Background: an optimization exercise with open tools, aiming at small area, a short achievable clock period and few clock cycles per item. Do not read the settings as production practice.
Where RTL was checked, it was by simulation tests only, not by an equivalence proof against the original.

==> 04-22: inputs <==
Design arc_point_hit_test_core, start of the top module:
module arc_point_hit_test_core (
  input  logic               clk,
  input  logic               rst_n,
  input  logic               in_valid,
  output logic               in_ready,
  input  logic signed [31:0] in_point_x,
  input  logic signed [31:0] in_point_y,
  output logic               out_valid,
  input  logic               out_ready,
  output logic               out_hit,
  input  logic               cfg_valid,
  output logic               cfg_ready,
  input  logic [2:0]         cfg_index,
  input  logic [31:0]        cfg_wdata
);
  logic [31:0] cx_r, cy_r;
  logic [30:0] rad_r, tol_r;
  logic [15:0] sa_r, ea_r;
  logic        div_go_r;    
  assign cfg_ready = 1'b1;
  always_ff @(posedge clk) begin
    if (!rst_n) begin
      cx_r <= '0; cy_r <= '0; rad_r <= '0; tol_r <= '0; sa_r <= '0; ea_r <= '0;
    end else if (cfg_valid) begin
      case (cfg_index)
        3'd0: cx_r  <= cfg_wdata;
        3'd1: cy_r  <= cfg_wdata;
        3'd2: rad_r <= cfg_wdata[30:0];
        3'd3: sa_r  <= cfg_wdata[15:0];
        3'd4: ea_r  <= cfg_wdata[15:0];
        3'd5: tol_r <= cfg_wdata[30:0];
        default: ;
      endcase
    end
  end
  always_ff @(posedge clk) begin
    if (!rst_n) div_go_r <= 1'b0;
    else        div_go_r <= cfg_valid && (cfg_index == 3'd2 || cfg_index == 3'd5);
  end
  logic [4:0] div_cnt_r;
  logic        lo_ok_r;
  logic [31:0] h_hi, h_lo;
  logic [32:0] h_lo_full;
  assign h_hi      = {1'b0, rad_r} + {1'b0, tol_r};
  assign h_lo_full = {2'b0, rad_r} - {2'b0, tol_r} - 33'd1;
  assign h_lo      = h_lo_full[31:0];
  logic [31:0] rem_hi_r;
  logic [1:0]  hb_hi_r;
  logic [32:0] q_hi_r;
  logic [31:0] rem_lo_r;
  logic [1:0]  hb_lo_r;
  logic [32:0] q_lo_r;
  always_ff @(posedge clk) begin
    if (!rst_n) begin
      div_cnt_r <= '0;
      lo_ok_r   <= 1'b1;
      q_hi_r    <= '0;
      q_lo_r    <= '0;
  ...
Settings: LEC_CHECK=0, ABC_AREA=1, CAP_MARGIN=20, CORE_MARGIN=2, CORE_UTILIZATION=50, CTS_BUF_LIST=sky130_fd_sc_hd__clkbuf_4 sky130_fd_sc_hd__clkbuf_8, CTS_CLUSTER_DIAMETER=100, CTS_CLUSTER_SIZE=12, PLACE_DENSITY=0.7, SETUP_SLACK_MARGIN=4.0, SLEW_MARGIN=20; clock period 7.5 ns.
run.sh (not shown) runs the stock make flow with config.mk's settings and CLKGATE_MAP_FILE= SYNTH_SCRIPT=/design/flow/synth_recipe.tcl, a recipe that flattens the netlist after the stock synthesis.
==> 02-12: changes against 04-22 <==
--- a/flow/design.v
+++ b/flow/design.v
@@ -1569,44 +1569,36 @@
   always_comb begin
     if (ze_r) in_sweep = sa_le_ea ? ge_sa0 : 1'b1;
     else if (sa_le_ea) in_sweep = ge_sa && le_ea;
     else               in_sweep = ge_sa || le_ea;
   end
   assign res_valid = ve_r;
   assign res_hit   = in_sweep && rh_r && rl_r;
-  logic [4:0] owed_r, owed_inc, owed_dec;
+  logic [4:0] owed_r, owed_n;
   logic        ov_r, oh_r, pop;
-  logic [21:0] fq_r;
-  logic [4:0] wp_r, rp_r, wp_inc, rp_inc;
+  logic [20:0] fq_r;
+  logic [4:0] wp_r, rp_r;
+  logic [4:0] fc_r;
   logic        fq_ne, slot_free, push, take_q;
   assign pop       = ov_r && out_ready;
   assign slot_free = !ov_r || out_ready;
-  assign fq_ne     = (wp_r != rp_r);
+  assign fq_ne     = (fc_r != '0);
   assign take_q    = slot_free && fq_ne;
   assign push      = res_valid && !(slot_free && !fq_ne);
-  assign owed_inc  = owed_r + 1'b1;
-  assign owed_dec  = owed_r - 1'b1;
-  assign wp_inc    = (wp_r == 5'd21) ? '0 : wp_r + 1'b1;
-  assign rp_inc    = (rp_r == 5'd21) ? '0 : rp_r + 1'b1;
+  assign owed_n    = owed_r + {{4{1'b0}}, accept} - {{4{1'b0}}, pop};
   always_ff @(posedge clk) begin
     if (!rst_n) begin
-      owed_r <= '0; in_ready_r <= 1'b1; ov_r <= 1'b0; wp_r <= '0; rp_r <= '0;
+      owed_r <= '0; in_ready_r <= 1'b1; ov_r <= 1'b0; wp_r <= '0; rp_r <= '0; fc_r <= '0;
     end else begin
-      if (accept && !pop) begin
-        owed_r     <= owed_inc;
-        in_ready_r <= (owed_r < 5'd21);
-      end else if (!accept && pop) begin
-        owed_r     <= owed_dec;
-        in_ready_r <= 1'b1;
-      end else begin
-        in_ready_r <= (owed_r < 5'd22);
-      end
+      owed_r     <= owed_n;
+      in_ready_r <= (owed_n < 5'd22);
       if (slot_free) ov_r <= fq_ne || res_valid;
-      if (push) wp_r <= wp_inc;
-      if (take_q) rp_r <= rp_inc;
+      if (push) wp_r <= (wp_r == 5'd20) ? '0 : wp_r + 1'b1;
+      if (take_q) rp_r <= (rp_r == 5'd20) ? '0 : rp_r + 1'b1;
+      fc_r <= fc_r + {{4{1'b0}}, push} - {{4{1'b0}}, take_q};
     end
   end
   always_ff @(posedge clk) begin
     if (slot_free) oh_r <= fq_ne ? fq_r[rp_r] : res_hit;
     if (push) fq_r[wp_r] <= res_hit;
   end
   assign out_valid = ov_r;
- CTS_BUF_LIST: sky130_fd_sc_hd__clkbuf_4 sky130_fd_sc_hd__clkbuf_8 -> default
- CTS_CLUSTER_DIAMETER: 100 -> default
- CTS_CLUSTER_SIZE: 12 -> default
- PLACE_DENSITY: 0.7 -> default
==> 02-13: changes against 04-22 <==
- PLACE_DENSITY: 0.7 -> 0.8
==> summary of the runs <==
Against 02-12, the critical path depth of 04-22 is lower by 10.
Sequential share of layout area: 02-13 is higher than 02-12 (1.0 points).
Between 02-13 and 02-12, the lower synthesized cell count is in 02-12 (gap about 1.6%, measured against 02-12).
The lowest design area belongs to 04-22, the highest to 02-12.
Maximum frequency, lowest first: 02-12, 02-13, 04-22.
==> figures <==
Met2 global-route usage: 02-12 52.47%; 04-22 47.11%; 02-13 45.41%
Number of clock-tree buffers in the layout: 02-12 241; 04-22 194; 02-13 191
Area share of the leading cell type in the synthesized netlist: 02-12 29.75%; 04-22 29.66%; 02-13 29.66%
Fraction of area in registers: 02-12 28.96%; 04-22 30.02%; 02-13 30.00%
Detailed route wirelength on metal2: 02-12 172.1 mm; 04-22 152.9 mm; 02-13 148.1 mm
Clock Pin Slew Worst Setup and Hold Paths: 02-12 0.06 ns; 04-22 0.09 ns; 02-13 0.08 ns
Share of the final layout cell area in multi-input gates: 02-12 56.22%; 04-22 58.08%; 02-13 58.10%
Run status: 02-12 no timing/DRC/antenna violations; 04-22 no timing/DRC/antenna violations; 02-13 no timing/DRC/antenna violations
Buffers and inverters on the worst path: 02-12 3; 04-22 1; 02-13 3
Number of sinks driven by the clock tree: 02-12 1758; 04-22 1754; 02-13 1754
Minimum setup slack after placement: 02-12 2.958 ns; 04-22 2.978 ns; 02-13 3.147 ns
First-pass GRT wire length: 02-12 559.4 mm; 04-22 494.5 mm; 02-13 493.7 mm
Startpoint of the worst-slack reg-to-reg timing path: 02-12 y17_r[18]; 04-22 y4_r[31]; 02-13 y15_r[20]
Kind of critical path: 02-12 flip-flop to flip-flop; 04-22 flip-flop to flip-flop; 02-13 input pin to flip-flop
Met1 demand-to-capacity share in global routing: 02-12 40.85%; 04-22 33.38%; 02-13 34.06%
Final clock period utilization by the worst path: 02-12 47.59%; 04-22 44.94%; 02-13 46.47%
Testbench counts of 04-22, summed over its fixed seeds: cycles 9,056, items 8,192.
Testbench counts of 02-13, summed over its fixed seeds: cycles 9,056, items 8,192.
Function not checked in 02-12: the RTL went through the layout flow alone.

## separate check: timing with driven ports
The flow's constraints put no driver on any port. The routed layouts listed below were extracted and timed again, unchanged, in two steps.
Step 1 (the two cells are an assumption about what drives the block):
set clk [get_ports {clk}]
set_driving_cell -lib_cell sky130_fd_sc_hd__clkbuf_16 $clk
set_driving_cell -lib_cell sky130_fd_sc_hd__buf_2 [delete_from_list [all_inputs] $clk]
Step 2, shift: input delay + t, output delay - t, t = (earliest + latest rising clock arrival at the registers) / 2. This alone moves slack from input paths to output paths.
a / b / c = no drivers / after step 1 / after step 2; a / b = the first two.
run	t, ns	setup WS [ns]	worst slew at a driven data input, ns
04-22	1.056	4.130 / 4.058 / 3.192	0.14
02-12	0.951	3.931 / 3.931 / 3.475	0.25
02-13	1.059	4.015 / 4.080 / 3.021	0.09
After both steps setup and hold are still met in every run listed. For 02-13, which loses most, drivers alone change the setup slack by +0.065 ns; drivers and shift together by -0.994 ns.
